Context: an optimization exercise on an open-source flow, tuned for small area, a short achievable clock period and few clock cycles per item. The choices shown serve that exercise and are no tape-out recipe.
Function was checked by simulation only, so behaviour that the tests miss may differ from the original.

==> build 69 <==
// sobel_top
module sobel_top #(
    parameter int IMG_WIDTH  = 160,
    parameter int IMG_HEIGHT = 120,
    parameter int ADDR_W     = 15
) (
    input  logic                 clk,
    input  logic                 rst_n,
    input  logic                 psel,
    input  logic                 penable,
    input  logic                 pwrite,
    input  sobel_pkg::apb_addr_t paddr,
    input  sobel_pkg::apb_data_t pwdata,
    output sobel_pkg::apb_data_t prdata,
    output logic                 pready,
    output logic                 pslverr,
    output logic                 src_rd_en,
    output logic [ADDR_W-1:0]    src_addr,
    input  sobel_pkg::rgb_t      src_data,
    output logic                 edge_we,
    output logic [ADDR_W-1:0]    edge_addr,
    output logic                 edge_bit
);
    localparam int L      = 12;
    localparam int K      = L - 2;
    localparam int NSTRIP = (IMG_HEIGHT - 2 + K - 1) / K;
    localparam int J_LAST = (IMG_HEIGHT - 1) - (NSTRIP - 1) * K;
    localparam int CH     = 2 * L + 3;
    localparam logic [ADDR_W-1:0] STEP_ROW   = ADDR_W'(IMG_WIDTH);
    localparam logic [ADDR_W-1:0] STEP_COL   = ADDR_W'(1 - (L - 1) * IMG_WIDTH);
    localparam logic [ADDR_W-1:0] STEP_STRIP = ADDR_W'(-IMG_WIDTH - (IMG_WIDTH - 1));
    localparam logic [ADDR_W-1:0] EDGE_INIT  = ADDR_W'(-3 * IMG_WIDTH + (IMG_WIDTH - 1) - IMG_WIDTH - 1);
    logic [12:0] thresh;
    logic [3:0]  margin;
    logic        busy;
    logic        done;
    logic [14:0] last_count;
    logic [14:0] cnt;
    logic [14:0] cnt_next;
    logic [14:0] rd_q;
    logic        err_q;
    logic        wr_th_q, wr_mg_q, wr_ct_q;
    logic        a_ct, a_th, a_mg, a_st, a_cn;
    assign a_ct = (paddr == 8'h00);
    assign a_th = (paddr == 8'h04);
    assign a_mg = (paddr == 8'h08);
    assign a_st = (paddr == 8'h0C);
    assign a_cn = (paddr == 8'h10);
    logic        a_ok;
    logic [14:0] rd_sel;
    assign a_ok = (paddr[7:5] == 3'd0) && (paddr[1:0] == 2'd0);
    always_comb begin
        case (paddr[4:2])
            3'd1:    rd_sel = {2'd0, thresh};
            3'd2:    rd_sel = {11'd0, margin};
            3'd3:    rd_sel = {13'd0, done, busy};
            3'd4:    rd_sel = last_count;
            default: rd_sel = '0;
        endcase
    end
    always_ff @(posedge clk) begin
        rd_q    <= a_ok ? rd_sel : 15'd0;
  ...
export LEC_CHECK = 0
export CAP_MARGIN = 20
export CORE_MARGIN = 2
export CORE_UTILIZATION = 40
export SETUP_SLACK_MARGIN = 3.1
export SLEW_MARGIN = 20
create_clock -name core_clock -period 5.5 [get_ports {clk}]
standard.sh (not shown) runs the stock make flow with config.mk's settings and CLKGATE_MAP_FILE= SYNTH_SCRIPT=/design/flow/synth_recipe.tcl, a recipe that flattens the netlist after the stock synthesis.
==> flow/flow/run.sh <==
#!/bin/bash
# The standard flow, with three changes to how the layout is made:
#  - Yosys's adder-cell mapping is off (adders are left as plain gates for ABC),
#  - ABC uses its area script,
#  - the port buffers are buf_2 cells instead of the slow delay-buffer cell that
#    buffer_ports picks by default.
set -euo pipefail
bash standard.sh ADDER_MAP_FILE= ABC_AREA=1 "BUFFER_PORTS_ARGS=-buffer_cell sky130_fd_sc_hd__buf_2" finish > flow_standard.log 2>&1
==> build 76 (differences from build 69) <==
--- a/flow/design.v
+++ b/flow/design.v
@@ -526,32 +526,34 @@
         if (!rst_n) begin
             v       <= '0;
             edge_we <= 1'b0;
         end else begin
             v       <= {v[3:1], v0};
             edge_we <= v[4];
         end
     end
+    logic cnt_inc;
     always_ff @(posedge clk) begin
         m        <= {m[3:1], m0};
         edge_bit <= is_edge && !m[4];
+        cnt_inc  <= v[4] && is_edge && !m[4];
     end
-    assign cnt_next = cnt + 15'(edge_we && edge_bit);
+    assign cnt_next = cnt + 15'(cnt_inc);
     always_ff @(posedge clk) begin
         if (!busy) cnt <= '0;
         else       cnt <= cnt_next;
     end
     always_ff @(posedge clk or negedge rst_n) begin
         if (!rst_n) begin
             busy       <= 1'b0;
             done       <= 1'b0;
             last_count <= '0;
         end else if (start) begin
             busy <= 1'b1;
             done <= 1'b0;
-        end else if (busy && rd_done && (v == 4'd0) && !edge_we) begin
+        end else if (busy && rd_done && (v == 4'd0)) begin
             busy       <= 1'b0;
             done       <= 1'b1;
-            last_count <= cnt;
+            last_count <= cnt_next;
         end
     end
 endmodule
Settings changed: CTS_CLUSTER_DIAMETER set to 80, CTS_CLUSTER_SIZE set to 24.
==> qor.yml <==
run_status: "timing/DRC/antenna clean"
postCtsSetupRepairBufs: 3
muxShareOfSynthArea_pct: 0.820
final.setup_skew_ns: 0.0291
worstSkewPairLatency_ns: 0.51
cp.depth: 1
routed-wl-met3_um: 1130
holdPathEnd: "ch[16][1]"
route.met2.wl_um: 11500
The numbers above come from build 76.

==> qor.yml <==
final.setup_skew_ns: 0.0141
routed-wl-met3_um: 1380
muxShareOfSynthArea_pct: 0.816
hold-path-cell-count: 0
postCtsSetupRepairBufs: 0
holdPathEnd: "m[4]"
cp.depth: 2
worstSkewPairLatency_ns: 0.55
route.met2.wl_um: 12400
run_status: "timing/DRC/antenna clean"
The numbers above come from build 69.

Testbench counts of build 69, summed over its fixed seeds: cycles 368,928, frames 16.
Testbench counts of build 76, summed over its fixed seeds: cycles 368,928, frames 16.

## what the ideal ports hide
Ports are ideal in the flow. The routed layouts listed here were re-timed in OpenROAD. Step 1 sets driving cells, clkbuf_16 on the clock port and buf_2 on the other inputs (assumed; they add their load-dependent delay and slew). Step 2, shift: input delay + t, output delay - t, t = (earliest + latest rising clock arrival at the registers) / 2. This alone moves slack from input paths to output paths. Slacks: ideal / step 1 / step 2; pairs: ideal / step 1.
| run | t (ns) | slack for setup (ns) | worst data-port slew with drivers (ns) |
|---|---|---|---|
| build 69 | 0.594 | 3.137 / 3.089 / 2.875 | 0.07 |
| build 76 | 0.543 | 3.269 / 3.219 / 2.878 | 0.04 |
After both steps every run listed still meets setup and hold. The setup slack of build 76, which loses most, moves by -0.050 ns with the drivers and by -0.391 ns with both steps.
